Context: an optimization exercise on an open-source flow, tuned for small area, a short achievable clock period and few clock cycles. The choices shown serve that exercise and are no tape-out recipe. At most, simulation tests tie the RTL to the original design; equivalence was not proved. The RTL of runs 1 to 4 was laid out without a check of its function. Power and IR drop assume default switching activity.

`flow/config.mk`:
```
export PLATFORM = sky130hd
export DESIGN_NAME = lidar_scan_packet_deframer
export DESIGN_NICKNAME = lidar_scan_packet_deframer
export VERILOG_FILES = /design/flow/design.v
export SDC_FILE = /design/flow/constraint.sdc
export NUM_CORES = 4
export LEC_CHECK = 0
export ABC_CLOCK_PERIOD_IN_PS = 2000
export CAP_MARGIN = 20
export CORE_MARGIN = 2
export CORE_UTILIZATION = 40
export SETUP_SLACK_MARGIN = 2.3
export SLEW_MARGIN = 20
```
`flow/constraint.sdc`:
```
create_clock -name core_clock -period 4.5 [get_ports {clk}]
set_input_delay 0.9000 -clock core_clock [delete_from_list [all_inputs] [get_ports {clk}]]
set_output_delay 0.9000 -clock core_clock [all_outputs]
set_load 0.01 [all_outputs]
```
`flow/design.v`:
```
package lspd_pkg;
  localparam int MAX_SAMPLES = 40;
  localparam int CNT_W       = 7;
  localparam int SAMPLE_AW   = (MAX_SAMPLES > 1) ? $clog2(MAX_SAMPLES) : 1;
  localparam int NUM_W       = 6;
  localparam logic [7:0]       HDR0_BYTE      = 8'hAA;
  localparam logic [7:0]       HDR1_BYTE      = 8'h55;
  localparam logic [7:0]       TYPE_MAX       = 8'h01;
  localparam logic [7:0]       ZERO_PKT_COUNT = 8'h01;
  localparam logic [15:0]      XOR_SEED       = 16'h55AA;
  localparam logic [CNT_W-1:0] LIMIT_RESET    = CNT_W'(40);
  localparam logic [CNT_W-1:0] MAX_LIMIT      = CNT_W'(MAX_SAMPLES);
  localparam logic [7:0]       TALLY_SAT      = 8'd254;
  localparam logic [7:0]       TALLY_NEVER    = 8'd255;
  typedef enum logic [2:0] {
    ST_SAMPLE     = 3'd0,
    ST_BAD_HEADER = 3'd1,
    ST_BAD_TYPE   = 3'd2,
    ST_ZERO_COUNT = 3'd3,
    ST_BAD_COUNT  = 3'd4,
    ST_ANGLE_BIT  = 3'd5,
    ST_CHECKSUM   = 3'd6
  } status_t;
  typedef struct packed {
    logic    hold;
    logic    xor_word;
    logic    set_count;
    logic    set_first;
    logic    set_final;
    logic    store;
    logic    restart;
    logic    err_load;
    status_t err_code;
    logic    good;
    logic    drain_read;
    logic    drain_load;
  } ctrl_cmd_t;
  typedef struct packed {
    logic is_hdr0;
    logic is_hdr1;
    logic type_ok;
    logic angle_lsb;
    logic kind_bad;
    logic range_bad;
    logic last_sample;
    logic xor_ok;
    logic drain_last;
    logic out_busy;
  } dp_status_t;
endpackage
import lspd_pkg::*;
module lspd_regs
(
  input  logic             clk,
  input  logic             rst,
  input  logic             psel,
  input  logic             penable,
  input  logic             pwrite,
  input  logic [2:0]       paddr,
  input  logic [31:0]      pwdata,
  output logic [31:0]      prdata,
  output logic             pready,
  output logic [lspd_pkg::CNT_W-1:0] sample_limit
);
  localparam logic REG_SAMPLE_LIMIT = 1'b0;
  logic wr_en;
  assign pready = 1'b1;
  assign wr_en  = psel && penable && pwrite && pready && (paddr[2] == REG_SAMPLE_LIMIT);
  always_ff @(posedge clk) begin
    if (rst) begin
      sample_limit <= LIMIT_RESET;
    end else if (wr_en) begin
      sample_limit <= pwdata[CNT_W-1:0];
    end
  end
  always_comb begin
    prdata = '0;
    if (paddr[2] == REG_SAMPLE_LIMIT) begin
      prdata = {{(32-CNT_W){1'b0}}, sample_limit};
    end
  end
endmodule
import lspd_pkg::*;
module lidar_scan_packet_deframer
(
  input  logic        clk,
  input  logic        rst,
  input  logic        s_tvalid,
  output logic        s_tready,
  input  logic [7:0]  s_tdata,
  output logic        m_tvalid,
  input  logic        m_tready,
  output logic [63:0] m_tdata,
  output logic [2:0]  m_tuser,
  output logic        m_tlast,
  input  logic        psel,
  input  logic        penable,
  input  logic        pwrite,
  input  logic [2:0]  paddr,
  input  logic [31:0] pwdata,
  output logic [31:0] prdata,
  output logic        pready
);
  localparam int DEPTH = 40;
  logic [CNT_W-1:0] sample_limit;
  lspd_regs u_regs (
    .clk          (clk),
    .rst          (rst),
    .psel         (psel),
    .penable      (penable),
    .pwrite       (pwrite),
    .paddr        (paddr),
    .pwdata       (pwdata),
    .prdata       (prdata),
    .pready       (pready),
    .sample_limit (sample_limit)
  );
  function automatic logic [5:0] inc40(input logic [5:0] p);
    inc40 = (p == 6'd39) ? 6'd0 : p + 6'd1;
  endfunction
  localparam logic [3:0] S_HDR0 = 4'd0, S_HDR1 = 4'd1, S_TYPE = 4'd2,
                         S_COUNT = 4'd3, S_SA_LO = 4'd4, S_SA_HI = 4'd5,
                         S_EA_LO = 4'd6, S_EA_HI = 4'd7, S_CK_LO = 4'd8,
                         S_CK_HI = 4'd9, S_SMP_LO = 4'd10, S_SMP_HI = 4'd11,
                         S_CKERR = 4'd12;
  logic       rdy;
  logic       h_v;
  logic [7:0] h_b;
  logic       h_aa, h_55, h_le1, h_eq1, h_cok, h_hiok;
  logic       accept;
  logic       go;
  logic       stall;
  logic [5:0] cmax;
  logic [3:0]  st, st_nx;
  logic [15:0] xsum;
  assign s_tready = rdy;
  assign accept   = s_tvalid && rdy;
  assign go       = h_v && !stall;
  assign cmax     = (sample_limit > 7'd40) ? 6'd40 : sample_limit[5:0];
  always_ff @(posedge clk) begin
    if (rst) begin
      h_v <= 1'b0;
    end else if (!h_v || go) begin
      h_v <= accept;
    end
  end
  always_ff @(posedge clk) begin
    if (!h_v || go) begin
      h_b    <= s_tdata;
      h_aa   <= (s_tdata == 8'hAA);
      h_55   <= (s_tdata == 8'h55);
      h_le1  <= (s_tdata[7:1] == 7'd0);
      h_eq1  <= (s_tdata == 8'h01);
      h_cok  <= (s_tdata != 8'd0) && (s_tdata[7:6] == 2'b00) && (s_tdata[5:0] <= cmax);
      h_hiok <= (s_tdata == xsum[15:8]);
    end
  end
  logic [7:0]  held;
  logic [5:0]  p_c;        
  logic        p_t;
  logic [14:0] p_sa, p_ea;
  logic [5:0]  rem;        
  logic        lo_ok;      
  logic [15:0] word;
  logic        err;
  logic [2:0]  code;
  logic        last;
  logic        good;
  logic        ckerr;
  logic [15:0] mem [0:DEPTH-1];
  logic [5:0]  wp, cp, rd;
  logic [5:0]  used;       
  logic [5:0]  ncomm;      
  logic        nz;         
  logic        cm_pend;    
  logic [5:0]  pp_start;   
  logic        ld;         
  assign word  = {h_b, held};
  assign last  = (rem == 6'd1);
  assign stall = (used == 6'd40) || ((st == S_COUNT) && cm_pend) || (st == S_CKERR);
  always_comb begin
    st_nx = st;
    err   = 1'b0;
    code  = 3'd0;
    good  = 1'b0;
    ckerr = 1'b0;
    case (st)
      S_HDR0:  if (h_aa) st_nx = S_HDR1; else begin err = 1'b1; code = 3'd1; end
      S_HDR1:  if (h_55) st_nx = S_TYPE; else begin err = 1'b1; code = 3'd1; end
      S_TYPE:  if (h_le1) st_nx = S_COUNT; else begin err = 1'b1; code = 3'd2; end
      S_COUNT: begin
        if (held[0] && !h_eq1) begin err = 1'b1; code = 3'd3; end
        else if (!h_cok) begin err = 1'b1; code = 3'd4; end
        else st_nx = S_SA_LO;
      end
      S_SA_LO: if (h_b[0]) st_nx = S_SA_HI; else begin err = 1'b1; code = 3'd5; end
      S_SA_HI: st_nx = S_EA_LO;
      S_EA_LO: if (h_b[0]) st_nx = S_EA_HI; else begin err = 1'b1; code = 3'd5; end
      S_EA_HI: st_nx = S_CK_LO;
      S_CK_LO: st_nx = S_CK_HI;
      S_CK_HI: st_nx = S_SMP_LO;
      S_SMP_LO: st_nx = S_SMP_HI;
      S_SMP_HI: begin
        if (!last) st_nx = S_SMP_LO;
        else if (lo_ok && h_hiok) begin good = 1'b1; st_nx = S_HDR0; end
        else begin ckerr = 1'b1; st_nx = S_CKERR; end
      end
      default: st_nx = S_HDR0;
    endcase
    if (err) st_nx = S_HDR0;
  end
  logic        wr;
  logic        cm1;        
  logic [15:0] wdata;
  assign cm1   = (go && err) || (st == S_CKERR);
  assign wr    = cm1 || (go && (st == S_SMP_HI));
  assign wdata = (st == S_SMP_HI) ? word : {13'd0, (st == S_CKERR) ? 3'd6 : code};
  always_ff @(posedge clk) begin
    if (rst) begin
      st  <= S_HDR0;
      rdy <= 1'b1;
    end else begin
      if (st == S_CKERR) st <= S_HDR0;
      else if (go) st <= st_nx;
      rdy <= !(((h_v && !go) || accept) &&
               (((go ? st_nx : st) == S_COUNT && (cm_pend || (go && good))) ||
                (go && ckerr) || (used >= 6'd38)));
    end
  end
  always_ff @(posedge clk) begin
    if (go) begin
      held <= h_b;
      case (st)
        S_HDR0: xsum <= XOR_SEED;
        S_COUNT, S_SA_HI, S_EA_HI, S_CK_HI, S_SMP_HI: xsum <= xsum ^ word;
        default: ;
      endcase
      if (st == S_COUNT) begin
        p_c <= h_b[5:0];
        p_t <= held[0];
        rem <= h_b[5:0];
      end
      if (st == S_SMP_HI) rem <= rem - 6'd1;
      if (st == S_SA_HI) p_sa <= word[15:1];
      if (st == S_EA_HI) p_ea <= word[15:1];
      if (st == S_SMP_LO) lo_ok <= (h_b == xsum[7:0]);
    end
  end
  logic [5:0] u_up, u_dn, n_up, n_dn, n_pc;
  assign u_up = ld ? used : used + 6'd1;
  assign u_dn = ld ? used - 6'd1 : used;
  assign n_up = ld ? ncomm : ncomm + 6'd1;
  assign n_dn = ld ? ncomm - 6'd1 : ncomm;
  assign n_pc = n_dn + p_c;
  always_ff @(posedge clk) begin
    if (rst) begin
      wp    <= '0;
      cp    <= '0;
      used  <= '0;
      ncomm <= '0;
      nz    <= 1'b0;
    end else begin
      if (cm1) begin
        wp    <= inc40(wp);
        cp    <= inc40(wp);
        used  <= u_up;
        ncomm <= n_up;
        nz    <= 1'b1;
      end else if (go && ckerr) begin
        wp    <= cp;
        used  <= n_dn;
        ncomm <= n_dn;
        nz    <= ld ? (ncomm > 6'd1) : (ncomm != 6'd0);
      end else if (go && (st == S_SMP_HI)) begin
        wp    <= inc40(wp);
        used  <= u_up;
        if (good) begin
          cp    <= inc40(wp);
          ncomm <= n_pc;
          nz    <= 1'b1;
        end else begin
          ncomm <= n_dn;
          nz    <= ld ? (ncomm > 6'd1) : (ncomm != 6'd0);
        end
      end else begin
        used  <= u_dn;
        ncomm <= n_dn;
        nz    <= ld ? (ncomm > 6'd1) : (ncomm != 6'd0);
      end
    end
  end
  always_ff @(posedge clk) begin
    if (wr) mem[wp] <= wdata;
    if (go && good) pp_start <= cp;
  end
  logic        pkt_act;    
  logic [5:0]  r_left;     
  logic [14:0] d_sa, d_ea;
  logic        d_t;
  logic [2:0]  out_code;
  logic [15:0] out_dist;
  logic [5:0]  out_i;
  logic        out_last;
  logic [7:0]  ftally;
  logic        r_v;
  logic [15:0] r_word;
  logic        r_smp, r_first, r_last;
  logic        o_ld, rd_first, rd_smp, rd_last;
  logic [15:0] rd_word;
  assign o_ld     = r_v && (!m_tvalid || m_tready);
  assign ld       = nz && (!r_v || !m_tvalid || m_tready);
  assign rd_first = !pkt_act && cm_pend && (rd == pp_start);
  assign rd_smp   = pkt_act || rd_first;
  assign rd_last  = pkt_act ? (r_left == 6'd1) : (p_c == 6'd1);
  assign rd_word  = mem[rd];
  always_ff @(posedge clk) begin
    if (rst) begin
      rd       <= '0;
      cm_pend  <= 1'b0;
      pkt_act  <= 1'b0;
      r_v      <= 1'b0;
      m_tvalid <= 1'b0;
      ftally   <= 8'd255;
    end else begin
      if (ld) begin
        rd <= inc40(rd);
        if (rd_smp) pkt_act <= !rd_last;
      end
      if (ld) r_v <= 1'b1;
      else if (o_ld) r_v <= 1'b0;
      if (o_ld) begin
        m_tvalid <= 1'b1;
        if (r_smp) ftally <= 8'd0;
        else if (ftally < 8'd254) ftally <= ftally + 8'd1;
      end else if (m_tready) begin
        m_tvalid <= 1'b0;
      end
      if (go && good) cm_pend <= 1'b1;
      else if (o_ld && r_first) cm_pend <= 1'b0;
    end
  end
  always_ff @(posedge clk) begin
    if (ld) begin
      r_word  <= rd_word;
      r_smp   <= rd_smp;
      r_first <= rd_first;
      r_last  <= !rd_smp || rd_last;
      if (rd_smp) r_left <= (pkt_act ? r_left : p_c) - 6'd1;
    end
    if (o_ld) begin
      if (r_first) begin
        d_sa <= p_sa;
        d_ea <= p_ea;
        d_t  <= p_t;
      end else if (!r_smp) begin
        d_sa <= '0;
        d_ea <= '0;
        d_t  <= 1'b0;
      end
      out_code <= r_smp ? 3'd0 : r_word[2:0];
      out_dist <= r_smp ? r_word : 16'd0;
      out_i    <= (r_smp && !r_first) ? out_i + 6'd1 : 6'd0;
      out_last <= r_last;
    end
  end
  assign m_tdata = {3'b000, ftally, d_t, d_ea, d_sa, out_i, out_dist};
  assign m_tuser = out_code;
  assign m_tlast = out_last;
endmodule
```
`flow/run.sh`:
```
#!/bin/bash
# synth_recipe.tcl (not shown) runs the flow's synth.tcl, then flattens the netlist and writes it again
# the make line also repeats each setting of config.mk as NAME=value (left out here)
make -C /OpenROAD-flow-scripts/flow DESIGN_CONFIG=/design/flow/config.mk WORK_HOME=/design/flow/orfs CLKGATE_MAP_FILE= SYNTH_SCRIPT=/design/flow/synth_recipe.tcl finish
```
==> results by group, run 1 <==
Logic synthesis
  – Top-area cell type share of the netlist area: 0.6906
  – Yosys warns: 2
  – Post-synth EDFFs: 810
  – Mapped Cells: 1940
  – Top FF cell, synth: edfxtp_1
  – Mapped cell area: 35220 µm²
  – Yosys reg bits: 866
  – Post-synth top area cell: edfxtp_1
  – Sequential area share after synthesis: 0.7224
  – Post-synthesis cell type count: 78
  – Post-Synthesis Mean Instance Area: 18.16 µm²
  – Ranking of synthesized cells by area: edfxtp_1 69%, mux4_2 12%, dfxtp_1 3.2%, xnor2_1 1.4%, nor2_1 1.4%
  – Asr flop ratio synth: 0

STA
  – Hold_ws: 0.4366 ns
  – Setup ws final: 1.657 ns
  – Fmax: 351.8 MHz
  – Fin. max-slew vios: 0
  – Setup TNS: 0 ns
  – Slew @ Worst Pin: 0.8695 ns
  – Slew margin rel.: 0.4203
  – Tcrit/Tclk final: 0.6317
  – Final Hold Viols: 0
  – Min cycle time layout: 2.843 ns
  – RSZ-0062 raised after global routing: yes
  – Endpoints failing setup: 0
  – Final setup skew: 0.03780 ns

CTS
  – Worst-path clk slew: 0.06 ns
  – Post-CTS Hold Fix Bufs: 0
  – Deepest clock path buffer count: 3
  – CTS Buf Count: 87
  – # clock sinks: 866
  – CTS tree: done
  – Clock latency on the worst-skew pair: 0.67 ns
  – Root buffer cell: clkbuf_16
  – CTS H-Tree Depth: 3

Global route
  – GRT Overall Usage: 0.1919
  – Initial antenna violation count: 0
  – GRT overflow: 0
  – Vias in the first global route: 19220
  – First-pass GRT wire length: 127600 µm
  – Largest net degree at the start of global routing: 41

Route
  – Number of DRC markers in iteration 0: 1889
  – Router iterations before antenna repair: 7
  – Vias/cell: 5.521
  – Met2 WL: 44810 µm
  – DR vias: 19390
  – Number of remaining DRC errors: 0
  – Met3 Wirelength: 5255 µm
  – Detail Route Antenna Nets: 0
  – Routed len/inst: 25.18 µm
  – Top sig layer: met4
  – Post-Route WL: 88450 µm
  – Wire length on met1: 35350 µm

Finish
  – Multi-input gate area: 10440 µm²
  – Final nets: 2369
  – Antenna fix cells: 0
  – Ratio of cells with drive above 1 in the final layout: 0.3458
  – Synth-to-layout area growth: 27.72%
  – Filler Cell Count: 6747
  – Register area: 25510 µm²
  – Final Cell Area: 44990 µm²
  – Final cell utilization of the core: 0.5169

Setup path
  – Cell family with most CP delay: multiplexers
  – CP max stage delay: 0.61 ns
  – CP Max Fanout: 7
  – CP endpoint kind: register
  – Critical path class: register to register
  – Crit-path cells: buf_12 > buf_12 > buf_6 > buf_16 > mux4_2 > mux4_2 > a211oi_4 > a21oi_2
  – Worst Path Arrival: 3.18 ns
  – Required @ worst endpoint: 4.84 ns
  – Crit path max-delay cell type: mux4_2
  – Worst Path Buf+Inv: 4
  – Crit path launch type: register

Pwr
  – Internal Power: 0.01489 W
  – VDD IR max: 0.3300 mV
  – Net Sw Frac: 0.2400
  – Static Leak: 13.78 nW
  – Sequential Power Share: 0.465
  – Clock power frac: 0.374
  – NetSw: 0.004704 W
  – Gate power share: 0.161
  – P per Cell Area: 435.6 nW/µm²

Flow run
  – Max-cap violations: 0

Floorplanning
  – I/O Pins: 153
  – Initial Utilization: 0.4047
  – Core Region: 87020 µm²
  – Height of the die: 300.7 µm
  – Die area: 90440 µm²
  – Die width: 300.7 µm
  – FP Rows: 108

Status
  – Status: timing/DRC/antenna clean

Min path
  – Hold Path Class: register to register

Placement
  – Port Buffer Count: 96
  – Post-place setup slack: 0.6129 ns
  – Dpl cell area: 38020 µm²
  – DP HPWL: 47780 µm
  – RD Place Congestion: 0.8637
-- through the flow --
stage,power [W],instances
after floorplan,0.01099,1967
after global placement,0.01161,3154
after detailed placement,0.01164,3154
after CTS,0.01950,3462
after global routing,0.02024,3512
final,0.01960,3512
-- cell usage after synthesis (3+ instances only) --
cell type,count
buf_6,4
xor2_1,25
nand3b_1,6
o22ai_1,4
a21o_1,3
and4_1,5
a211oi_1,22
mux2i_1,34
o21a_1,6
dfxtp_1,56
buf_1,12
nor2_1,128
and2_1,63
o31ai_1,5
nand2_1,74
o21ai_0,20
buf_4,31
edfxtp_1,810
buf_2,26
nor3b_1,5
a311oi_1,6
a211o_1,6
o211ai_1,6
a31oi_1,7
ha_1,26
nand3_1,14
or3_1,10
or3b_2,3
a21oi_1,54
and3_1,6
o21bai_1,7
nand4_1,15
clkbuf_1,53
nor2b_1,33
a32oi_1,4
xnor2_1,55
mux4_2,192
nand2b_1,9
nor4_1,4
inv_1,25
nor3_1,17
a2bb2oi_1,3
-- metal layers --
metal | vias up | global-route usage
met5 | - | 0
met3 | 161 | 0.02612
met2 | 756 | 0.3290
li1 | 8354 | -
met1 | 10120 | 0.2526
met4 | 0 | 0.06397
-- registers in the layout (all words and copies together), names as in the netlist, 7 cells and up --
register / cells
mem: 640
out_dist: 16
r_word: 16
xsum: 16
d_ea: 15
d_sa: 15
p_ea: 15
p_sa: 15
ftally: 8
h_b: 8
held: 8
u_regs.sample_limit: 7
-- power by group through the flow --
| stage | Sequential, W | Clock [W] | Combinational (W) |
|---|---|---|---|
| global placement | 0.00934 | 0 | 0.00227 |
| CTS | 0.00911 | 0.00745 | 0.00293 |
| global route | 0.00913 | 0.00776 | 0.00334 |
| detailed placement | 0.00935 | 0 | 0.00230 |
| finish | 0.00912 | 0.00733 | 0.00315 |
| floorplan | 0.00922 | 0 | 0.00177 |
-- final timing paths --
path / start / cells after the start / slack (ns) / to
max: rd[0] / 8 / 1.66 / r_word[6]
min: r_last / 0 / 0.44 / out_last
max reg2reg: rd[0] / 8 / 1.66 / r_word[6]
min reg2reg: r_last / 0 / 0.44 / out_last
-- logic make-up (layout without fill, tap and decap cells) --
logic type / count (synthesis) / count (layout) / synth area share
DFF: 866 / 866 / 0.7224
and+or+nand+nor: 413 / 413 / 0.06078
muxes: 226 / 226 / 0.1324
AOI/OAI and AO/OA: 174 / 174 / 0.03321
buffers and inverters: 152 / 542 / 0.02128
xor gates and xnor gates: 80 / 80 / 0.01989
adders and majority gates: 27 / 27 / 0.009804
other: 2 / 29 / 0.0002132
-- final cells by class --
type                            instances  area share
Tap cell                             1155     0.03212
Inverter                               26    0.002309
Timing Repair Buffer                  362      0.1025
Multi-Input combinational cell        949      0.2322
Clock inverter                         49     0.01349
Sequential cell                       866      0.5671
Clock buffer                          105     0.05037
-- repair_timing --
action	CTS	global route
gates resized for setup	487	112
pin swaps	76	49
cloned	32	10
endpoints found under the setup margin	1268	855
setup buffers	122	40
-- placed cells by master, fill, tap and decap left out, types with 10 or more instances in the layout --
cell,instances
clkdlybuf4s15_1,53
clkinv_1,14
xor2_1,25
ha_1,20
clkbuf_1,17
buf_6,49
mux4_2,192
buf_2,13
buf_12,53
a21oi_1,37
nor2_4,51
nand3_1,10
buf_8,31
nor3_1,13
xnor2_1,49
dfxtp_2,16
conb_1,29
clkinv_2,14
nor2_1,78
nand2_1,69
dfxtp_4,12
a211oi_4,16
nor2b_4,11
bufinv_16,12
edfxtp_1,810
dfxtp_1,28
clkbuf_16,97
clkdlybuf4s50_1,19
buf_4,99
nand4_1,15
nor2b_1,20
mux2i_1,33
and2_1,61
o21ai_0,12
a21oi_2,15
buf_16,23
inv_1,20
==> run 2: changes to the inputs <==
--- a/flow/design.v
+++ b/flow/design.v
@@ -312,10 +312,15 @@
   assign rd_first = !pkt_act && cm_pend && (rd == pp_start);
   assign rd_smp   = pkt_act || rd_first;
   assign rd_last  = pkt_act ? (r_left == 6'd1) : (p_c == 6'd1);
-  assign rd_word  = mem[rd];
+  logic [DEPTH-1:0] rd_oh;
+  always_comb begin
+    rd_word = '0;
+    for (int k = 0; k < DEPTH; k++) rd_word = rd_word | (mem[k] & {16{rd_oh[k]}});
+  end
   always_ff @(posedge clk) begin
     if (rst) begin
       rd       <= '0;
+      rd_oh    <= DEPTH'(1);
       cm_pend  <= 1'b0;
       pkt_act  <= 1'b0;
       r_v      <= 1'b0;
@@ -323,7 +328,8 @@
       ftally   <= 8'd255;
     end else begin
       if (ld) begin
-        rd <= inc40(rd);
+        rd    <= inc40(rd);
+        rd_oh <= {rd_oh[DEPTH-2:0], rd_oh[DEPTH-1]};
         if (rd_smp) pkt_act <= !rd_last;
       end
       if (ld) r_v <= 1'b1;
==> run 2 against run 1 <==
Fmax up 2.2%. Die area down 0.92%. Critical path type unchanged. Still clean. Count of clock-buffer cells in the layout up 34.
==> results by group, run 2 <==
STA
  – Fmax: 359.6 MHz
  – Hold_ws: 0.4495 ns
  – Setup TNS: 0 ns
  – Min cycle time layout: 2.781 ns
  – RSZ-0062 raised after global routing: yes
  – Slew margin rel.: 0.2998
  – Tcrit/Tclk final: 0.6179
  – Endpoints failing setup: 0
  – Final Hold Viols: 0
  – Setup ws final: 1.719 ns
  – Slew @ Worst Pin: 1.049 ns
  – Fin. max-slew vios: 0
  – Final setup skew: 0.05464 ns

CTS
  – Post-CTS Hold Fix Bufs: 0
  – # clock sinks: 906
  – Worst-path clk slew: 0.06 ns
  – Root buffer cell: clkbuf_16
  – Deepest clock path buffer count: 3
  – CTS Buf Count: 92
  – CTS tree: done
  – CTS H-Tree Depth: 3
  – Clock latency on the worst-skew pair: 0.66 ns

Finish
  – Commonest non-fill, non-tap cell in the layout: edfxtp_1
  – Synth-to-layout area growth: 26.01%
  – Final nets: 2676
  – Multi-input gate area: 8937 µm²
  – Ratio of cells with drive above 1 in the final layout: 0.2444
  – Most flop-heavy register: mem
  – Final cell utilization of the core: 0.5077
  – Register area: 26330 µm²
  – Most frequent cells in the layout: 810 x edfxtp_1, 252 x a22oi_1, 148 x nand2_1, 131 x buf_4, 105 x clkbuf_16
  – Filler Cell Count: 6979
  – Largest regs: mem: 640 flops, rd_oh: 40 flops
  – Max FFs per register: 640
  – Non-Filler Instances: 3832

Logic synthesis
  – Post-synthesis cell type count: 81
  – Post-synth EDFFs: 810
  – Top FF cell, synth: edfxtp_1
  – Asr flop ratio synth: 0
  – Yosys reg bits: 906
  – Ranking of synthesized cells by area: edfxtp_1 70%, dfxtp_1 5.5%, a22oi_1 5.4%, nand2_1 1.7%, xnor2_1 1.4%
  – Top-area cell type share of the netlist area: 0.6970
  – Most common library cells after synthesis: 810 x edfxtp_1, 253 x a22oi_1, 154 x nand2_1, 119 x nor2_1, 107 x clkbuf_1
  – Yosys warns: 2
  – Sequential area share after synthesis: 0.7521
  – Post-synth top area cell: edfxtp_1
  – Most common cell in the netlist: edfxtp_1
  – Mapped cell area: 34890 µm²
  – Post-Synthesis Mean Instance Area: 15.23 µm²
  – Mapped Cells: 2291

Status
  – Status: timing/DRC/antenna clean

Placement
  – RD Place Congestion: 0.8670
  – Port Buffer Count: 96
  – Inst Count DP: 3487
  – Post-place setup slack: 0.6762 ns
  – DP HPWL: 63590 µm

Setup path
  – Crit path launch type: register
  – Required @ worst endpoint: 4.82 ns
  – CP endpoint kind: register
  – CP Max Fanout: 7
  – R2r setup slk: 1.72 ns
  – Critical path class: register to register
  – Worst Path Arrival: 3.10 ns

Min path
  – Hold Path Class: register to register

Floorplanning
  – Die width: 299.4 µm
  – FP Rows: 108
  – Core Region: 86620 µm²
  – Initial Utilization: 0.4029
  – Height of the die: 299.4 µm
  – Die area: 89620 µm²
  – I/O Pins: 153

Pwr
  – VDD IR max: 0.3197 mV
  – P per Cell Area: 452.9 nW/µm²
  – Static Leak: 14.07 nW

Global route
  – Met3 Resource Use GR: 0.05037
  – GRT Overall Usage: 0.2453
  – GRT overflow: 0
  – Met1 Usage GRT: 0.3303
  – Initial antenna violation count: 3
  – Largest net degree at the start of global routing: 60
  – First-pass GRT wire length: 158100 µm
  – GR peak layer: met2
  – M2 GR Usage: 0.3972
  – Vias in the first global route: 21890

Flow run
  – Max-cap violations: 0

Route
  – Number of DRC markers in iteration 0: 3277
  – DR vias: 22910
  – Routed len/inst: 29.94 µm
  – Post-Route WL: 114700 µm
  – Detail Route Antenna Nets: 0
  – Router iterations before antenna repair: 6
  – Number of remaining DRC errors: 0
  – Vias/cell: 5.978
run 2: changes by cell type after synthesis, moves of 22 or more:
cell and delta:
a221oi_1 +35, a22o_1 +37, a22oi_1 +253, clkbuf_1 +54, dfxtp_1 +40, mux4_2 -192
nand2_1 +80, nand3_1 +22, nand4_1 +62, nor4_1 +23
run 2: critical path: stages, from the launching register on:
cell and delay, ns:
edfxtp_1 0.38, or4b_4 0.53, or2_4 0.25, nand4_4 0.12
o22ai_4 0.14, nor2_4 0.17, buf_6 0.13, nand3b_4 0.11
buf_6 0.17, nor2_4 0.24, buf_12 0.20
run 2: final cells by class:
class	count	area share
multi-input cells	1219	0.2032
flip-flops and latches	906	0.5988
diodes	1	0.00005691
well taps	1155	0.03286
repair buffers	357	0.09162
clock inverters	32	0.009048
clock buffers	139	0.06169
inverters	23	0.002646
run 2: cells by family after synthesis:
| kind of cell | synth area share |
|---|---|
| and+or+nand+nor | 0.08355 |
| adders and majority gates | 0.009896 |
| muxes | 0.005809 |
| DFF | 0.7521 |
| AOI/OAI and AO/OA | 0.1031 |
| buffers and inverters | 0.02474 |
| xor gates and xnor gates | 0.02058 |
| other | 0.0002152 |
run 2: report_power, final:
part           internal [W]  switching, W  total (W)
combinational       0.00103       0.00143    0.00246
clock               0.00453       0.00326    0.00779
sequential          0.00943      0.000235    0.00966
run 2: path summary, 6_finish.rpt:
check / cells past startpoint / end / from
worst max-delay path: 10 / mem[21][7] / h_le1
worst min-delay path: 0 / out_last / r_last
worst max register to register: 10 / mem[21][7] / h_le1
worst min register to register: 0 / out_last / r_last
run 2: per-stage QoR:
stage | cell area, µm² | total power (W)
after CTS | 43100 | 0.01983
after global placement | 37840 | 0.01188
after detailed placement | 37840 | 0.01191
after global routing | 43970 | 0.02053
after floorplan | 35570 | 0.01114
final | 43970 | 0.01992
run 2: per-layer routing:
metal	up-vias	routed length, µm	share of wire
met1	11640	43160	0.38
met4	2	4502	0.039
li1	9521	-	-
met2	1475	54630	0.48
met3	269	12410	0.11
met5	-	14	0.00012
run 2: what timing repair did:
action,4_1_cts,5_1_grt
pin swaps,56,49
gates cloned,6,11
setup endpoints to repair,1423,788
gates resized for setup,410,109
setup buffers,113,43
==> run 3: changes to the inputs <==
--- a/flow/design.v
+++ b/flow/design.v
@@ -118,11 +118,10 @@
   function automatic logic [5:0] inc40(input logic [5:0] p);
     inc40 = (p == 6'd39) ? 6'd0 : p + 6'd1;
   endfunction
-  localparam logic [3:0] S_HDR0 = 4'd0, S_HDR1 = 4'd1, S_TYPE = 4'd2,
-                         S_COUNT = 4'd3, S_SA_LO = 4'd4, S_SA_HI = 4'd5,
-                         S_EA_LO = 4'd6, S_EA_HI = 4'd7, S_CK_LO = 4'd8,
-                         S_CK_HI = 4'd9, S_SMP_LO = 4'd10, S_SMP_HI = 4'd11,
-                         S_CKERR = 4'd12;
+  localparam int S_HDR0 = 0, S_HDR1 = 1, S_TYPE = 2, S_COUNT = 3, S_SA_LO = 4,
+                 S_SA_HI = 5, S_EA_LO = 6, S_EA_HI = 7, S_CK_LO = 8, S_CK_HI = 9,
+                 S_SMP_LO = 10, S_SMP_HI = 11, S_CKERR = 12;
+  localparam logic [12:0] ST_HUNT = 13'd1;
   logic       rdy;
   logic       h_v;
   logic [7:0] h_b;
@@ -131,7 +130,7 @@
   logic       go;
   logic       stall;
   logic [5:0] cmax;
-  logic [3:0]  st, st_nx;
+  logic [12:0] st, st_nx;
   logic [15:0] xsum;
   assign s_tready = rdy;
   assign accept   = s_tvalid && rdy;
@@ -177,73 +176,70 @@
   logic        ld;         
   assign word  = {h_b, held};
   assign last  = (rem == 6'd1);
-  assign stall = (used == 6'd40) || ((st == S_COUNT) && cm_pend) || (st == S_CKERR);
+  assign stall = full || (st[S_COUNT] && cm_pend) || st[S_CKERR];
+  logic cnt_bad;
+  assign cnt_bad = (held[0] && !h_eq1) || !h_cok;
+  assign err = (st[S_HDR0] && !h_aa) || (st[S_HDR1] && !h_55) ||
+               (st[S_TYPE] && !h_le1) || (st[S_COUNT] && cnt_bad) ||
+               ((st[S_SA_LO] || st[S_EA_LO]) && !h_b[0]);
+  assign good  = st[S_SMP_HI] && last && lo_ok && h_hiok;
+  assign ckerr = st[S_SMP_HI] && last && !(lo_ok && h_hiok);
   always_comb begin
-    st_nx = st;
-    err   = 1'b0;
-    code  = 3'd0;
-    good  = 1'b0;
-    ckerr = 1'b0;
-    case (st)
-      S_HDR0:  if (h_aa) st_nx = S_HDR1; else begin err = 1'b1; code = 3'd1; end
-      S_HDR1:  if (h_55) st_nx = S_TYPE; else begin err = 1'b1; code = 3'd1; end
-      S_TYPE:  if (h_le1) st_nx = S_COUNT; else begin err = 1'b1; code = 3'd2; end
-      S_COUNT: begin
-        if (held[0] && !h_eq1) begin err = 1'b1; code = 3'd3; end
-        else if (!h_cok) begin err = 1'b1; code = 3'd4; end
-        else st_nx = S_SA_LO;
-      end
-      S_SA_LO: if (h_b[0]) st_nx = S_SA_HI; else begin err = 1'b1; code = 3'd5; end
-      S_SA_HI: st_nx = S_EA_LO;
-      S_EA_LO: if (h_b[0]) st_nx = S_EA_HI; else begin err = 1'b1; code = 3'd5; end
-      S_EA_HI: st_nx = S_CK_LO;
-      S_CK_LO: st_nx = S_CK_HI;
-      S_CK_HI: st_nx = S_SMP_LO;
-      S_SMP_LO: st_nx = S_SMP_HI;
-      S_SMP_HI: begin
-        if (!last) st_nx = S_SMP_LO;
-        else if (lo_ok && h_hiok) begin good = 1'b1; st_nx = S_HDR0; end
-        else begin ckerr = 1'b1; st_nx = S_CKERR; end
-      end
-      default: st_nx = S_HDR0;
-    endcase
-    if (err) st_nx = S_HDR0;
+    code = 3'd5;
+    if (st[S_HDR0] || st[S_HDR1]) code = 3'd1;
+    if (st[S_TYPE]) code = 3'd2;
+    if (st[S_COUNT]) code = (held[0] && !h_eq1) ? 3'd3 : 3'd4;
+    if (st[S_CKERR]) code = 3'd6;
+  end
+  always_comb begin
+    st_nx = '0;
+    st_nx[S_HDR0]   = err || good;
+    st_nx[S_HDR1]   = st[S_HDR0] && h_aa;
+    st_nx[S_TYPE]   = st[S_HDR1] && h_55;
+    st_nx[S_COUNT]  = st[S_TYPE] && h_le1;
+    st_nx[S_SA_LO]  = st[S_COUNT] && !cnt_bad;
+    st_nx[S_SA_HI]  = st[S_SA_LO] && h_b[0];
+    st_nx[S_EA_LO]  = st[S_SA_HI];
+    st_nx[S_EA_HI]  = st[S_EA_LO] && h_b[0];
+    st_nx[S_CK_LO]  = st[S_EA_HI];
+    st_nx[S_CK_HI]  = st[S_CK_LO];
+    st_nx[S_SMP_LO] = st[S_CK_HI] || (st[S_SMP_HI] && !last);
+    st_nx[S_SMP_HI] = st[S_SMP_LO];
+    st_nx[S_CKERR]  = ckerr;
   end
-  logic        wr;
   logic        cm1;        
+  logic        full;
   logic [15:0] wdata;
-  assign cm1   = (go && err) || (st == S_CKERR);
-  assign wr    = cm1 || (go && (st == S_SMP_HI));
-  assign wdata = (st == S_SMP_HI) ? word : {13'd0, (st == S_CKERR) ? 3'd6 : code};
+  assign full  = (used == 6'd40);
+  assign cm1   = (go && err) || st[S_CKERR];
+  assign wdata = st[S_SMP_HI] ? word : {13'd0, code};
   always_ff @(posedge clk) begin
     if (rst) begin
-      st  <= S_HDR0;
+      st  <= ST_HUNT;
       rdy <= 1'b1;
     end else begin
-      if (st == S_CKERR) st <= S_HDR0;
+      if (st[S_CKERR]) st <= ST_HUNT;
       else if (go) st <= st_nx;
       rdy <= !(((h_v && !go) || accept) &&
-               (((go ? st_nx : st) == S_COUNT && (cm_pend || (go && good))) ||
+               ((go ? st_nx[S_COUNT] : st[S_COUNT]) && (cm_pend || (go && good)) ||
                 (go && ckerr) || (used >= 6'd38)));
     end
   end
   always_ff @(posedge clk) begin
     if (go) begin
       held <= h_b;
-      case (st)
-        S_HDR0: xsum <= XOR_SEED;
-        S_COUNT, S_SA_HI, S_EA_HI, S_CK_HI, S_SMP_HI: xsum <= xsum ^ word;
-        default: ;
-      endcase
-      if (st == S_COUNT) begin
+      if (st[S_HDR0]) xsum <= XOR_SEED;
+      if (st[S_COUNT] || st[S_SA_HI] || st[S_EA_HI] || st[S_CK_HI] || st[S_SMP_HI])
+        xsum <= xsum ^ word;
+      if (st[S_COUNT]) begin
         p_c <= h_b[5:0];
         p_t <= held[0];
         rem <= h_b[5:0];
       end
-      if (st == S_SMP_HI) rem <= rem - 6'd1;
-      if (st == S_SA_HI) p_sa <= word[15:1];
-      if (st == S_EA_HI) p_ea <= word[15:1];
-      if (st == S_SMP_LO) lo_ok <= (h_b == xsum[7:0]);
+      if (st[S_SMP_HI]) rem <= rem - 6'd1;
+      if (st[S_SA_HI]) p_sa <= word[15:1];
+      if (st[S_EA_HI]) p_ea <= word[15:1];
+      if (st[S_SMP_LO]) lo_ok <= (h_b == xsum[7:0]);
     end
   end
   logic [5:0] u_up, u_dn, n_up, n_dn, n_pc;
@@ -271,7 +267,7 @@
         used  <= n_dn;
         ncomm <= n_dn;
         nz    <= ld ? (ncomm > 6'd1) : (ncomm != 6'd0);
-      end else if (go && (st == S_SMP_HI)) begin
+      end else if (go && st[S_SMP_HI]) begin
         wp    <= inc40(wp);
         used  <= u_up;
         if (good) begin
@@ -290,7 +286,7 @@
     end
   end
   always_ff @(posedge clk) begin
-    if (wr) mem[wp] <= wdata;
+    if (!full) mem[wp] <= wdata;
     if (go && good) pp_start <= cp;
   end
   logic        pkt_act;    
==> run 3 against run 2 <==
Cell area fell by 1.1%. Via count rose by 0.25%. Synthesized cell count grew 0.83%. Sequential share of layout area is 1.2 points higher. Sequential cell count grew 9. Area after synthesis rose by 0.49%. Critical path type is now primary input to register. Critical endpoint is now ncomm[5]. Largest cell class unchanged. Largest power group unchanged.
==> results by group, run 3 <==
Logic synthesis
  – Yosys reg bits: 915
  – Sequential area share after synthesis: 0.7536
  – Post-synth top area cell: edfxtp_1
  – Top FF cell, synth: edfxtp_1
  – Mapped cell area: 35060 µm²
  – Yosys warns: 2
  – Most common library cells after synthesis: 810 x edfxtp_1, 244 x a22oi_1, 158 x nand2_1, 114 x nor2_1, 105 x dfxtp_1
  – Post-synthesis cell type count: 73
  – Asr flop ratio synth: 0
  – Top-area cell type share of the netlist area: 0.6937
  – Post-Synthesis Mean Instance Area: 15.18 µm²
  – Post-synth EDFFs: 810
  – Mapped Cells: 2310
  – Most common cell in the netlist: edfxtp_1
  – Ranking of synthesized cells by area: edfxtp_1 69%, dfxtp_1 6.0%, a22oi_1 5.2%, nand2_1 1.7%, nand4_1 1.4%

CTS
  – Clock latency on the worst-skew pair: 0.66 ns
  – CTS H-Tree Depth: 3
  – CTS tree: done
  – Root buffer cell: clkbuf_16
  – # clock sinks: 915
  – CTS Buf Count: 89
  – Deepest clock path buffer count: 3
  – Worst-path clk slew: 0.06 ns

Min path
  – Hold Path Depth: 0
  – Hold Path Class: register to register
  – HP Start: r_last
  – Hold Path Sink: out_last

Placement
  – Port Buffer Count: 96
  – DP HPWL: 63880 µm
  – RD Place Congestion: 0.8593

Setup path
  – CP max stage delay: 0.26 ns
  – R2r worst-path depth: 10
  – Capturing point of the worst reg2reg path: ncomm[5]
  – FF-to-FF Start: ncomm[0]
  – Required @ worst endpoint: 5.04 ns
  – Crit path max-delay cell type: a211oi_4
  – Worst Path Buf+Inv: 3
  – CP endpoint kind: register
  – Crit-path cells: buf_6 > nand3b_1 > buf_4 > buf_4 > a21oi_4 > a21oi_4 > ha_4 > a211oi_4 > o21bai_1 > a21oi_2 > mux2i_1 > nor3_1 > nor4_1
  – Worst Path Arrival: 3.07 ns
  – R2r setup slk: 2.00 ns
  – Crit path launch type: primary input
  – Critical path class: primary input to register
  – CP Max Fanout: 3
  – Cell family with most CP delay: compound AO/OA/AOI/OAI gates

STA
  – Fin. max-slew vios: 0
  – Final setup skew: 0.04067 ns
  – Tcrit/Tclk final: 0.5631
  – Fmax: 394.7 MHz
  – Min cycle time layout: 2.534 ns
  – Setup TNS: 0 ns
  – Final Hold Viols: 0
  – RSZ-0062 raised after global routing: yes
  – Hold_ws: 0.4216 ns
  – Endpoints failing setup: 0
  – Slew margin rel.: 0.3839
  – Slew @ Worst Pin: 0.9213 ns

Global route
  – Initial antenna violation count: 1
  – Largest net degree at the start of global routing: 75
  – First-pass GRT wire length: 159300 µm
  – GRT Overall Usage: 0.2489
  – GRT overflow: 0
  – Vias in the first global route: 21770

Finish
  – Commonest non-fill, non-tap cell in the layout: edfxtp_1
  – Max FFs per register: 640
  – Ratio of cells with drive above 1 in the final layout: 0.2342
  – Largest regs: mem: 640 flops, rd_oh: 40 flops
  – Most flop-heavy register: mem
  – Filler Cell Count: 7118
  – Most frequent cells in the layout: 810 x edfxtp_1, 243 x a22oi_1, 154 x buf_4, 149 x nand2_1, 90 x clkbuf_16
  – Final nets: 2681
  – Synth-to-layout area growth: 23.98%

Pwr
  – P per Cell Area: 444.7 nW/µm²
  – Static Leak: 14.41 nW
  – VDD IR max: 0.5991 mV

Floorplanning
  – Initial Utilization: 0.4036
  – Die width: 300.1 µm
  – Die area: 90050 µm²
  – I/O Pins: 153
  – FP Rows: 108
  – Core Region: 86890 µm²
  – Height of the die: 300.1 µm

Route
  – Detail Route Antenna Nets: 0
  – Number of DRC markers in iteration 0: 3087
  – DR vias: 22970
  – Number of remaining DRC errors: 0
  – Routed len/inst: 30.03 µm
  – Vias/cell: 5.990
  – Router iterations before antenna repair: 5
  – Post-Route WL: 115200 µm

Status
  – Status: timing/DRC/antenna clean

Flow run
  – Max-cap violations: 0
run 3: cell types whose count changed after synthesis, sizes merged, moves of 8 or more:
cell,change
a211oi,+13
and3,+8
dfxtp,+9
a22oi,-9
a21oi,+16
nor4,-9
run 3: logic make-up after synthesis:
group,Yosys count,synth area share
muxes,17,0.004888
buffers and inverters,195,0.02476
AOI/OAI and AO/OA,498,0.1034
xor gates and xnor gates,78,0.01948
and+or+nand+nor,577,0.08343
DFF,915,0.7536
adders and majority gates,28,0.01021
other,2,0.0002142
run 3: area by class of cell:
cell class                 instances  area (µm²)  area share
clock inverter                    45       495.5     0.01140
clock buffer                     120        2385     0.05486
multi-input combinational       1228        8917      0.2051
tap                             1155        1445     0.03324
timing repair inverter             1       8.758   0.0002015
timing repair buffer             341        3547     0.08160
inverter                          27       132.6    0.003051
antenna                            2       5.005   0.0001151
sequential                       915       26540      0.6104
run 3: what timing repair did:
| action | 4_1_cts | 5_1_grt |
|---|---|---|
| gates resized for setup | 368 | 104 |
| endpoints found under the setup margin | 996 | 443 |
| gates cloned | 2 | 0 |
| pin swaps | 85 | 38 |
| setup buffers | 136 | 36 |
| hold buffers | 0 | 0 |
run 3: metrics by stage:
stage            util  std cells  worst slack (ns)  cell area, µm²  power [W]
6_report       0.5003       3834             1.966           43470    0.01933
5_1_grt        0.5003       3832             1.832           43470    0.01985
4_1_cts        0.4932       3796             2.080           42850    0.01915
3_5_place_dp   0.4340       3493            0.6816           37710    0.01159
3_3_place_gp   0.4340       3493            0.6961           37710    0.01155
2_1_floorplan       -       2337             1.391           35470    0.01091
run 3: where the power goes:
group / switching [W] / total [W] / internal, W / leakage [nW]
Combinational: 0.00125 / 0.00213 / 0.000882 / 4.64
Sequential: 0.000250 / 0.00978 / 0.00953 / 8.38
Clock: 0.00326 / 0.00742 / 0.00416 / 1.39
Total: 0.00476 / 0.0193 / 0.0146 / 14.4
run 3: worst max path at each step:
stage,from,to,depth (start not counted)
after global placement,m_tready,ncomm[5],12
after global routing,m_tready,ncomm[5],13
after floorplan,m_tready,ncomm[4],14
after CTS,m_tready,ncomm[4],14
after detailed placement,m_tready,ncomm[5],12
final,m_tready,ncomm[5],13
run 3: layer usage:
| layer | vias up | track usage | share of wire |
|---|---|---|---|
| met2 | 1431 | 0.3972 | 0.47 |
| met3 | 256 | 0.04704 | 0.10 |
| met5 | - | 0 | 0.00011 |
| met4 | 2 | 0.1183 | 0.049 |
| met1 | 11730 | 0.3294 | 0.38 |
| li1 | 9545 | - | - |
==> run 4: changes to the inputs <==
--- a/flow/config.mk
+++ b/flow/config.mk
@@ -5,9 +5,9 @@
 export SDC_FILE = /design/flow/constraint.sdc
 export NUM_CORES = 4
 export LEC_CHECK = 0
-export ABC_CLOCK_PERIOD_IN_PS = 2000
+export ABC_CLOCK_PERIOD_IN_PS = 1800
 export CAP_MARGIN = 20
 export CORE_MARGIN = 2
 export CORE_UTILIZATION = 40
-export SETUP_SLACK_MARGIN = 2.3
+export SETUP_SLACK_MARGIN = 2.6
 export SLEW_MARGIN = 20
==> run 4 against run 3 <==
Still clean. Via count grew 6.4%. Die area unchanged. Non-clock buffer count rose by 183. Cell area rose by 8.1%. Fmax rose by 0.34%. Sequential cell count unchanged. Hold slack gained 0.0038 ns. Routed wire length increased by 8.4%. Worst setup slack better by 0.0085 ns. Critical endpoint is now mem[8][4]. Largest power group unchanged.
==> results by group, run 4 <==
Finish
  – Most flop-heavy register: mem
  – Most frequent cells in the layout: 810 x edfxtp_1, 216 x a22oi_1, 184 x buf_4, 142 x nand2_1, 123 x buf_6
  – Filler Cell Count: 6619
  – Max FFs per register: 640
  – Largest regs: mem: 640 flops, rd_oh: 40 flops
  – Final nets: 2869
  – Commonest non-fill, non-tap cell in the layout: edfxtp_1
  – Non-Filler Instances: 4024
  – Ratio of cells with drive above 1 in the final layout: 0.3393
  – Synth-to-layout area growth: 33.98%

Setup path
  – Stages on worst setup path: 13
  – CP Max Fanout: 13
  – CP max stage delay: 0.36 ns
  – Crit path launch type: register
  – FF-to-FF Start: used[1]
  – Cell family with most CP delay: buffers and inverters
  – Crit-path cells: inv_4 > ha_4 > and4bb_2 > buf_6 > buf_6 > a21oi_4 > buf_6 > buf_6 > nand2_8 > buf_6 > buf_12 > nor2_4 > buf_12
  – Critical path launch point: used[1]
  – Most used cell, CP: buf_6
  – Crit path max-delay cell type: dfxtp_4
  – Worst Path Buf+Inv: 8
  – Required @ worst endpoint: 4.86 ns
  – CP endpoint kind: register
  – R2r worst-path depth: 13
  – Worst Path Arrival: 2.88 ns
  – Critical path class: register to register

STA
  – Fmax: 396.0 MHz
  – Final setup skew: 0.04853 ns
  – Tcrit/Tclk final: 0.5612
  – Fin. max-slew vios: 0
  – Min cycle time layout: 2.525 ns
  – RSZ-0062 raised after global routing: yes
  – Final Hold Viols: 0
  – Setup TNS: 0 ns
  – Endpoints failing setup: 0
  – Slew @ Worst Pin: 0.9029 ns
  – Slew margin rel.: 0.3980

Route
  – DR vias: 24450
  – Post-Route WL: 124800 µm
  – Routed len/inst: 31.02 µm
  – Vias/cell: 6.075
  – Number of remaining DRC errors: 0
  – Detail Route Antenna Nets: 0
  – Number of DRC markers in iteration 0: 3519
  – Router iterations before antenna repair: 6

Logic synthesis
  – Ranking of synthesized cells by area: edfxtp_1 69%, dfxtp_1 6.0%, a22oi_1 5.2%, nand2_1 1.7%, nand4_1 1.4%
  – Yosys warns: 2
  – Asr flop ratio synth: 0
  – Post-synth top area cell: edfxtp_1
  – Post-Synthesis Mean Instance Area: 15.18 µm²
  – Post-synthesis cell type count: 73
  – Mapped cell area: 35060 µm²
  – Top FF cell, synth: edfxtp_1
  – Most common library cells after synthesis: 810 x edfxtp_1, 244 x a22oi_1, 158 x nand2_1, 114 x nor2_1, 105 x dfxtp_1
  – Most common cell in the netlist: edfxtp_1
  – Sequential area share after synthesis: 0.7536
  – Post-synth EDFFs: 810
  – Yosys reg bits: 915
  – Mapped Cells: 2310
  – Top-area cell type share of the netlist area: 0.6937

Global route
  – Met3 Resource Use GR: 0.05391
  – Vias in the first global route: 23290
  – Largest net degree at the start of global routing: 60
  – GRT overflow: 0
  – First-pass GRT wire length: 169500 µm
  – M2 GR Usage: 0.4180
  – Met1 Usage GRT: 0.3418
  – Initial antenna violation count: 0
  – GR peak layer: met2
  – GRT Overall Usage: 0.2651

Pwr
  – P per Cell Area: 431.9 nW/µm²
  – Sequential Power Share: 0.481
  – Gate power share: 0.135
  – Clock power frac: 0.385
  – Net Sw Frac: 0.2503
  – VDD IR max: 0.3452 mV
  – Static Leak: 16.02 nW
  – NetSw: 0.005078 W
  – Internal Power: 0.01521 W

Placement
  – Port Buffer Count: 96
  – Inst Count DP: 3486
  – DP HPWL: 63940 µm
  – RD Place Congestion: 0.8736

Min path
  – Hold Path Depth: 0
  – HP Start: r_last
  – Hold Path Class: register to register

Floorplanning
  – Die area: 90050 µm²
  – Core Region: 86890 µm²
  – Height of the die: 300.1 µm
  – FP Rows: 108
  – I/O Pins: 153
  – Die width: 300.1 µm
  – Initial Utilization: 0.4036

CTS
  – CTS H-Tree Depth: 3
  – CTS Buf Count: 90
  – Worst-path clk slew: 0.06 ns
  – Post-CTS Hold Fix Bufs: 0
  – Root buffer cell: clkbuf_16
  – Deepest clock path buffer count: 3
  – # clock sinks: 915
  – CTS tree: done
  – Clock latency on the worst-skew pair: 0.68 ns

Status
  – Status: timing/DRC/antenna clean

Flow run
  – Max-cap violations: 0
## run 4: changes by cell type in the layout (fill, tap and decap cells not counted), moves of 15 or more
cell,change
buf_6,+89
buf_12,+39
buf_2,+39
buf_4,+30
a22oi_1,-27
a22oi_2,+27
clkdlybuf4s15_1,-22
buf_8,+19
dfxtp_4,+18
clkbuf_1,-17
clkbuf_2,-17
dfxtp_1,-16
a221oi_1,-15
## run 4: worst paths after layout
| kind | endpoint | slack, ns |
|---|---|---|
| worst max-delay path | mem[8][4] | 1.97 |
| worst min-delay path | out_last | 0.43 |
| worst max register to register | mem[8][4] | 1.97 |
| worst min register to register | out_last | 0.43 |
## run 4: cell families (layout without fill, tap and decap cells)
group | Yosys count | in the layout | share of synthesized area
other | 2 | 30 | 0.0002142
flip-flops | 915 | 915 | 0.7536
AND/OR/NAND/NOR | 577 | 580 | 0.08343
buffers and inverters | 195 | 721 | 0.02476
AO/OA/AOI/OAI | 498 | 500 | 0.1034
multiplexers | 17 | 17 | 0.004888
adder cells (fa/ha/maj) | 28 | 28 | 0.01021
XOR/XNOR | 78 | 78 | 0.01948
## run 4: cell type report
type	count	area (µm²)	share of cell area
Antenna cell	1	2.502	0.00005327
Clock buffer	103	2332	0.04964
Clock inverter	66	724.4	0.01542
Inverter	27	137.6	0.002930
Multi-Input combinational cell	1232	9646	0.2053
Sequential cell	915	26600	0.5662
Tap cell	1155	1445	0.03076
Timing Repair Buffer	524	6062	0.1290
Timing Repair inverter	1	30.03	0.0006392
## run 4: worst register-to-register path, delay by kind of cell, from the launching register on
family                     cells  cell delay (ns)
AOI/OAI and AO/OA              1             0.16
buffers and inverters          8             1.04
adders and majority gates      1             0.15
and+or+nand+nor                3             0.47
DFF                            1             0.36
## run 4: what timing repair did
action | in CTS | in global routing
resized for setup | 703 | 163
setup buffers | 279 | 67
setup endpoints to repair | 1190 | 968
cloned | 13 | 9
pin swaps | 151 | 89
## run 4: metal layers
| layer | vias up | part of all wire |
|---|---|---|
| li1 | 9951 | - |
| met1 | 12450 | 0.36 |
| met2 | 1637 | 0.46 |
| met3 | 408 | 0.11 |
| met4 | 0 | 0.069 |
| met5 | - | 0 |
## run 4: stage by stage
step | hold slack [ns] | util | setup slack [ns] | total power (W) | instance area, µm²
finish | 0.4253 | 0.5407 | 1.975 | 0.02029 | 46980
global route | 0.4291 | 0.5407 | 1.960 | 0.02079 | 46980
CTS | 0.4259 | 0.5230 | 2.043 | 0.01997 | 45450
detailed placement | 0.4243 | 0.4361 | 0.4585 | 0.01163 | 37890
global placement | 0.4009 | 0.4361 | 0.4122 | 0.01160 | 37890
floorplan | 0.4003 | - | 1.391 | 0.01097 | 35840
## run 4: power groups by stage
stage	registers [W]	logic, W	clock network [W]
floorplan	0.00987	0.00110	0
global placement	0.00993	0.00166	0
detailed placement	0.00995	0.00169	0
CTS	0.00973	0.00244	0.00780
global route	0.00977	0.00285	0.00817
finish	0.00975	0.00273	0.00781
==> run 5: changes to the inputs <==
--- a/flow/design.v
+++ b/flow/design.v
@@ -60,7 +60,8 @@
   input  logic [31:0]      pwdata,
   output logic [31:0]      prdata,
   output logic             pready,
-  output logic [lspd_pkg::CNT_W-1:0] sample_limit
+  output logic [lspd_pkg::CNT_W-1:0] sample_limit,
+  output logic [5:0]       count_max      
 );
   localparam logic REG_SAMPLE_LIMIT = 1'b0;
   logic wr_en;
@@ -69,8 +70,10 @@
   always_ff @(posedge clk) begin
     if (rst) begin
       sample_limit <= LIMIT_RESET;
+      count_max    <= 6'd40;
     end else if (wr_en) begin
       sample_limit <= pwdata[CNT_W-1:0];
+      count_max    <= (pwdata[CNT_W-1:0] > MAX_LIMIT) ? 6'd40 : pwdata[5:0];
     end
   end
   always_comb begin
@@ -113,7 +116,8 @@
     .pwdata       (pwdata),
     .prdata       (prdata),
     .pready       (pready),
-    .sample_limit (sample_limit)
+    .sample_limit (sample_limit),
+    .count_max    (cmax)
   );
   function automatic logic [5:0] inc40(input logic [5:0] p);
     inc40 = (p == 6'd39) ? 6'd0 : p + 6'd1;
@@ -135,7 +139,6 @@
   assign s_tready = rdy;
   assign accept   = s_tvalid && rdy;
   assign go       = h_v && !stall;
-  assign cmax     = (sample_limit > 7'd40) ? 6'd40 : sample_limit[5:0];
   always_ff @(posedge clk) begin
     if (rst) begin
       h_v <= 1'b0;
@@ -242,12 +245,30 @@
       if (st[S_SMP_LO]) lo_ok <= (h_b == xsum[7:0]);
     end
   end
-  logic [5:0] u_up, u_dn, n_up, n_dn, n_pc;
-  assign u_up = ld ? used : used + 6'd1;
-  assign u_dn = ld ? used - 6'd1 : used;
-  assign n_up = ld ? ncomm : ncomm + 6'd1;
-  assign n_dn = ld ? ncomm - 6'd1 : ncomm;
-  assign n_pc = n_dn + p_c;
+  logic       smp_go, cm_any;
+  logic [5:0] nc0, nc1, uc0, uc1, nc_pc;
+  logic       nz0, nz1;
+  assign smp_go = go && st[S_SMP_HI];
+  assign cm_any = cm1 || (smp_go && good);
+  assign nc_pc  = ncomm + p_c;
+  always_comb begin
+    if (cm1) begin
+      nc0 = ncomm + 6'd1;  nc1 = ncomm;
+    end else if (smp_go && good) begin
+      nc0 = nc_pc;         nc1 = nc_pc - 6'd1;
+    end else begin
+      nc0 = ncomm;         nc1 = ncomm - 6'd1;
+    end
+    if (cm1 || (smp_go && !ckerr)) begin
+      uc0 = used + 6'd1;   uc1 = used;
+    end else if (smp_go) begin
+      uc0 = ncomm;         uc1 = ncomm - 6'd1;
+    end else begin
+      uc0 = used;          uc1 = used - 6'd1;
+    end
+    nz0 = cm_any || (ncomm != 6'd0);
+    nz1 = cm_any || (ncomm > 6'd1);
+  end
   always_ff @(posedge clk) begin
     if (rst) begin
       wp    <= '0;
@@ -256,32 +277,17 @@
       ncomm <= '0;
       nz    <= 1'b0;
     end else begin
+      used  <= ld ? uc1 : uc0;
+      ncomm <= ld ? nc1 : nc0;
+      nz    <= ld ? nz1 : nz0;
       if (cm1) begin
-        wp    <= inc40(wp);
-        cp    <= inc40(wp);
-        used  <= u_up;
-        ncomm <= n_up;
-        nz    <= 1'b1;
-      end else if (go && ckerr) begin
-        wp    <= cp;
-        used  <= n_dn;
-        ncomm <= n_dn;
-        nz    <= ld ? (ncomm > 6'd1) : (ncomm != 6'd0);
-      end else if (go && st[S_SMP_HI]) begin
-        wp    <= inc40(wp);
-        used  <= u_up;
-        if (good) begin
-          cp    <= inc40(wp);
-          ncomm <= n_pc;
-          nz    <= 1'b1;
-        end else begin
-          ncomm <= n_dn;
-          nz    <= ld ? (ncomm > 6'd1) : (ncomm != 6'd0);
-        end
-      end else begin
-        used  <= u_dn;
-        ncomm <= n_dn;
-        nz    <= ld ? (ncomm > 6'd1) : (ncomm != 6'd0);
+        wp <= inc40(wp);
+        cp <= inc40(wp);
+      end else if (smp_go && ckerr) begin
+        wp <= cp;
+      end else if (smp_go) begin
+        wp <= inc40(wp);
+        if (good) cp <= inc40(wp);
       end
     end
   end
--- a/flow/config.mk
+++ b/flow/config.mk
@@ -5,9 +5,9 @@
 export SDC_FILE = /design/flow/constraint.sdc
 export NUM_CORES = 4
 export LEC_CHECK = 0
-export ABC_CLOCK_PERIOD_IN_PS = 1800
+export ABC_CLOCK_PERIOD_IN_PS = 2000
 export CAP_MARGIN = 20
 export CORE_MARGIN = 2
-export CORE_UTILIZATION = 40
-export SETUP_SLACK_MARGIN = 2.6
+export CORE_UTILIZATION = 55
+export SETUP_SLACK_MARGIN = 2.3
 export SLEW_MARGIN = 20
==> run 5 against run 4 <==
Sequential power hardly changed. Power is 4.0% lower. Critical path type unchanged. Highest routed layer is now met5. Sequential cell count is 6 higher. Sequential share of layout area is 5.1 points higher. Hold slack better by 0.014 ns.
==> results by group, run 5 <==
Status
  – Status: timing/DRC/antenna clean

Pwr
  – Sequential Power Share: 0.502
  – Internal Power: 0.01480 W
  – NetSw: 0.004675 W
  – Gate power share: 0.106
  – Clock power frac: 0.392
  – Static Leak: 14.38 nW
  – VDD IR max: 0.3306 mV
  – Net Sw Frac: 0.2401
  – P per Cell Area: 451.5 nW/µm²

CTS
  – # clock sinks: 921
  – CTS tree: done
  – Deepest clock path buffer count: 3
  – CTS Buf Count: 91
  – Worst-path clk slew: 0.06 ns
  – Root buffer cell: clkbuf_16
  – Clock latency on the worst-skew pair: 0.66 ns
  – CTS H-Tree Depth: 3

STA
  – Slew @ Worst Pin: 0.9328 ns
  – Tcrit/Tclk final: 0.5345
  – Final Hold Viols: 0
  – Final setup skew: 0.03662 ns
  – Min cycle time layout: 2.405 ns
  – Fmax: 415.8 MHz
  – Setup ws final: 2.095 ns
  – Endpoints failing setup: 0
  – Slew margin rel.: 0.3782
  – RSZ-0062 raised after global routing: yes
  – Fin. max-slew vios: 0
  – Setup TNS: 0 ns

Finish
  – Non-Filler Instances: 3530
  – Final nets: 2678
  – Filler Cell Count: 4377
  – Final Cell Area: 43140 µm²
  – Synth-to-layout area growth: 21.68%
  – Register area: 26630 µm²
  – Most flop-heavy register: mem
  – Most frequent cells in the layout: 810 x edfxtp_1, 260 x a22oi_1, 151 x nand2_1, 126 x buf_4, 95 x clkbuf_16
  – Final cell utilization of the core: 0.6728
  – Multi-input gate area: 9055 µm²
  – Commonest non-fill, non-tap cell in the layout: edfxtp_1
  – Max FFs per register: 640
  – Ratio of cells with drive above 1 in the final layout: 0.2105
  – Antenna fix cells: 0
  – Largest regs: mem: 640 flops, rd_oh: 40 flops

Setup path
  – Cell family with most CP delay: compound AO/OA/AOI/OAI gates
  – Crit path max-delay cell type: edfxtp_1
  – Crit-path cells: ha_2 > fa_2 > xor2_2 > nor3_4 > a21bo_4 > o22a_1 > o31a_1 > o32ai_2
  – CP Max Fanout: 3
  – R2r worst-path depth: 8
  – Crit path launch type: register
  – R2r setup slk: 2.09 ns
  – Capturing point of the worst reg2reg path: ncomm[5]
  – Worst Path Arrival: 2.95 ns
  – CP endpoint kind: register
  – Critical path class: register to register
  – Required @ worst endpoint: 5.04 ns
  – Worst Path Buf+Inv: 0
  – CP max stage delay: 0.49 ns
  – Stages on worst setup path: 8
  – FF-to-FF Start: p_c[0]

Placement
  – DP HPWL: 64500 µm
  – Post-place setup slack: 1.249 ns
  – Dpl cell area: 37750 µm²
  – Port Buffer Count: 96
  – RD Place Congestion: 0.8479
  – Inst Count DP: 3234

Global route
  – First-pass GRT wire length: 157100 µm
  – Vias in the first global route: 21610
  – GRT overflow: 0
  – GRT Overall Usage: 0.3349
  – Initial antenna violation count: 2
  – Largest net degree at the start of global routing: 66

Logic synthesis
  – Asr flop ratio synth: 0
  – Yosys warns: 2
  – Mapped cell area: 35450 µm²
  – Top FF cell, synth: edfxtp_1
  – Post-synthesis cell type count: 79
  – Top-area cell type share of the netlist area: 0.6861
  – Mapped Cells: 2345
  – Yosys reg bits: 921
  – Post-Synthesis Mean Instance Area: 15.12 µm²
  – Sequential area share after synthesis: 0.7488
  – Post-synth top area cell: edfxtp_1
  – Ranking of synthesized cells by area: edfxtp_1 69%, dfxtp_1 6.3%, a22oi_1 5.5%, nand2_1 1.7%, xnor2_1 1.5%
  – Most common library cells after synthesis: 810 x edfxtp_1, 261 x a22oi_1, 160 x nand2_1, 117 x nor2_1, 111 x dfxtp_1
  – Post-synth EDFFs: 810
  – Most common cell in the netlist: edfxtp_1

Floorplanning
  – I/O Pins: 153
  – Die width: 257.9 µm
  – Initial Utilization: 0.5530
  – FP Rows: 93
  – Height of the die: 257.9 µm
  – Core Region: 64120 µm²
  – Die area: 66510 µm²

Flow run
  – Max-cap violations: 0

Route
  – Detail Route Antenna Nets: 0
  – Routed len/inst: 32.06 µm
  – Number of DRC markers in iteration 0: 3312
  – Router iterations before antenna repair: 5
  – Vias/cell: 6.554
  – Post-Route WL: 113200 µm
  – Number of remaining DRC errors: 0
  – DR vias: 23140

Min path
  – Hold Path Sink: out_last
  – HP Start: r_last
  – Hold Path Depth: 0
  – Hold Path Class: register to register
==> run 5: kinds of logic (layout without fill, tap and decap cells) <==
| logic type | Yosys count | count (layout) | synth area share |
|---|---|---|---|
| and+or+nand+nor | 576 | 576 | 0.08177 |
| AOI/OAI and AO/OA | 518 | 518 | 0.1079 |
| DFF | 921 | 921 | 0.7488 |
| xor gates and xnor gates | 82 | 82 | 0.02026 |
| muxes | 19 | 19 | 0.005576 |
| buffers and inverters | 198 | 501 | 0.02513 |
| other | 2 | 29 | 0.0002118 |
| adders and majority gates | 29 | 29 | 0.01045 |
==> run 5: worst max-delay path by stage <==
stage	to	from	slack, ns
after floorplan	mem[10][0]	used[0]	2.14
after global placement	used[5]	m_tready	1.29
after detailed placement	used[2]	m_tready	1.25
after CTS	ncomm[5]	p_c[0]	2.06
after global routing	ncomm[5]	p_c[0]	2.02
final	ncomm[5]	p_c[0]	2.09
==> run 5: power by group through the flow <==
stage	sequential (W)	combinational [W]	clock (W)
CTS	0.00976	0.00183	0.00769
finish	0.00978	0.00206	0.00764
floorplan	0.00988	0.00108	0
detailed placement	0.00995	0.00169	0
global placement	0.00994	0.00167	0
global route	0.00981	0.00219	0.00802
==> run 5: worst reg2reg max path: stages (launching register included) <==
cell      delay (ns)
edfxtp_1        0.49
ha_2            0.24
fa_2            0.38
xor2_2          0.18
nor3_4          0.16
a21bo_4         0.26
o22a_1          0.22
o31a_1          0.30
o32ai_2         0.09
==> run 5: repair_timing <==
| action | 4_1_cts | 5_1_grt |
|---|---|---|
| hold buffers | 0 | 0 |
| pin swaps | 59 | 43 |
| gates cloned | 2 | 3 |
| buffers inserted | 93 | 29 |
| gates resized for setup | 288 | 119 |
| setup endpoints to repair | 908 | 293 |
==> run 5: layout make-up <==
| class | instances | share of cell area |
|---|---|---|
| clock buffers | 122 | 0.05763 |
| clock inverters | 47 | 0.01189 |
| inverters | 29 | 0.003190 |
| multi-input cells | 1253 | 0.2099 |
| flip-flops and latches | 921 | 0.6173 |
| well taps | 855 | 0.02480 |
| repair buffers | 301 | 0.07495 |
| repair inverters | 2 | 0.0003480 |
==> run 5: stage by stage <==
stage | total power [W] | hold slack (ns)
after floorplan | 0.01096 | 0.4003
after global placement | 0.01161 | 0.4094
after detailed placement | 0.01164 | 0.4168
after CTS | 0.01928 | 0.4413
after global routing | 0.02001 | 0.4693
final | 0.01948 | 0.4391
==> run 5: per-layer routing <==
layer | global-route usage | share of wire | vias up
li1 | - | - | 9606
met1 | 0.4950 | 0.39 | 11780
met2 | 0.5015 | 0.45 | 1523
met3 | 0.07617 | 0.13 | 228
met4 | 0.09891 | 0.031 | 4
met5 | 0 | 0.00024 | -
Testbench counts of run 5, summed over its fixed seeds: cycles 18,780.

[what the ideal ports hide]
How much do the figures lean on ideal ports? The routed layouts below were timed once more, with nothing changed but the port constraints.
Step 1, drivers: a clkbuf_16 drives clk and a buf_2 each remaining input, both assumed.
Step 2 moves the port delays by t, midway between the first and last clock arrival at a register: inputs arrive t later, outputs are due t later. That takes back most of the time a late clock gives input paths.
Three values: no drivers, after step 1, after step 2; two values: the first two.
| run | t, ns | setup WS [ns] | worst hold slack (ns) | clock arrival spread, ns | slew at the worst register clock pin (ns) |
|---|---|---|---|---|---|
| run 1 | 0.708 | 1.657 / 1.657 / 1.396 | 0.437 / 0.437 / 0.437 | 0.053 / 0.054 | 0.07 / 0.07 |
| run 2 | 0.696 | 1.719 / 1.719 / 1.285 | 0.449 / 0.449 / 0.449 | 0.058 / 0.058 | 0.07 / 0.07 |
| run 3 | 0.708 | 1.966 / 2.000 / 1.295 | 0.422 / 0.422 / 0.422 | 0.041 / 0.041 | 0.07 / 0.07 |
| run 4 | 0.718 | 1.975 / 1.975 / 1.328 | 0.425 / 0.425 / 0.425 | 0.053 / 0.053 | 0.07 / 0.07 |
| run 5 | 0.706 | 2.095 / 2.095 / 1.635 | 0.439 / 0.439 / 0.439 | 0.038 / 0.038 | 0.07 / 0.07 |
After both steps every run listed still meets setup and hold. The setup slack of run 3, which loses most, moves by +0.034 ns with the drivers and by -0.671 ns with both steps.
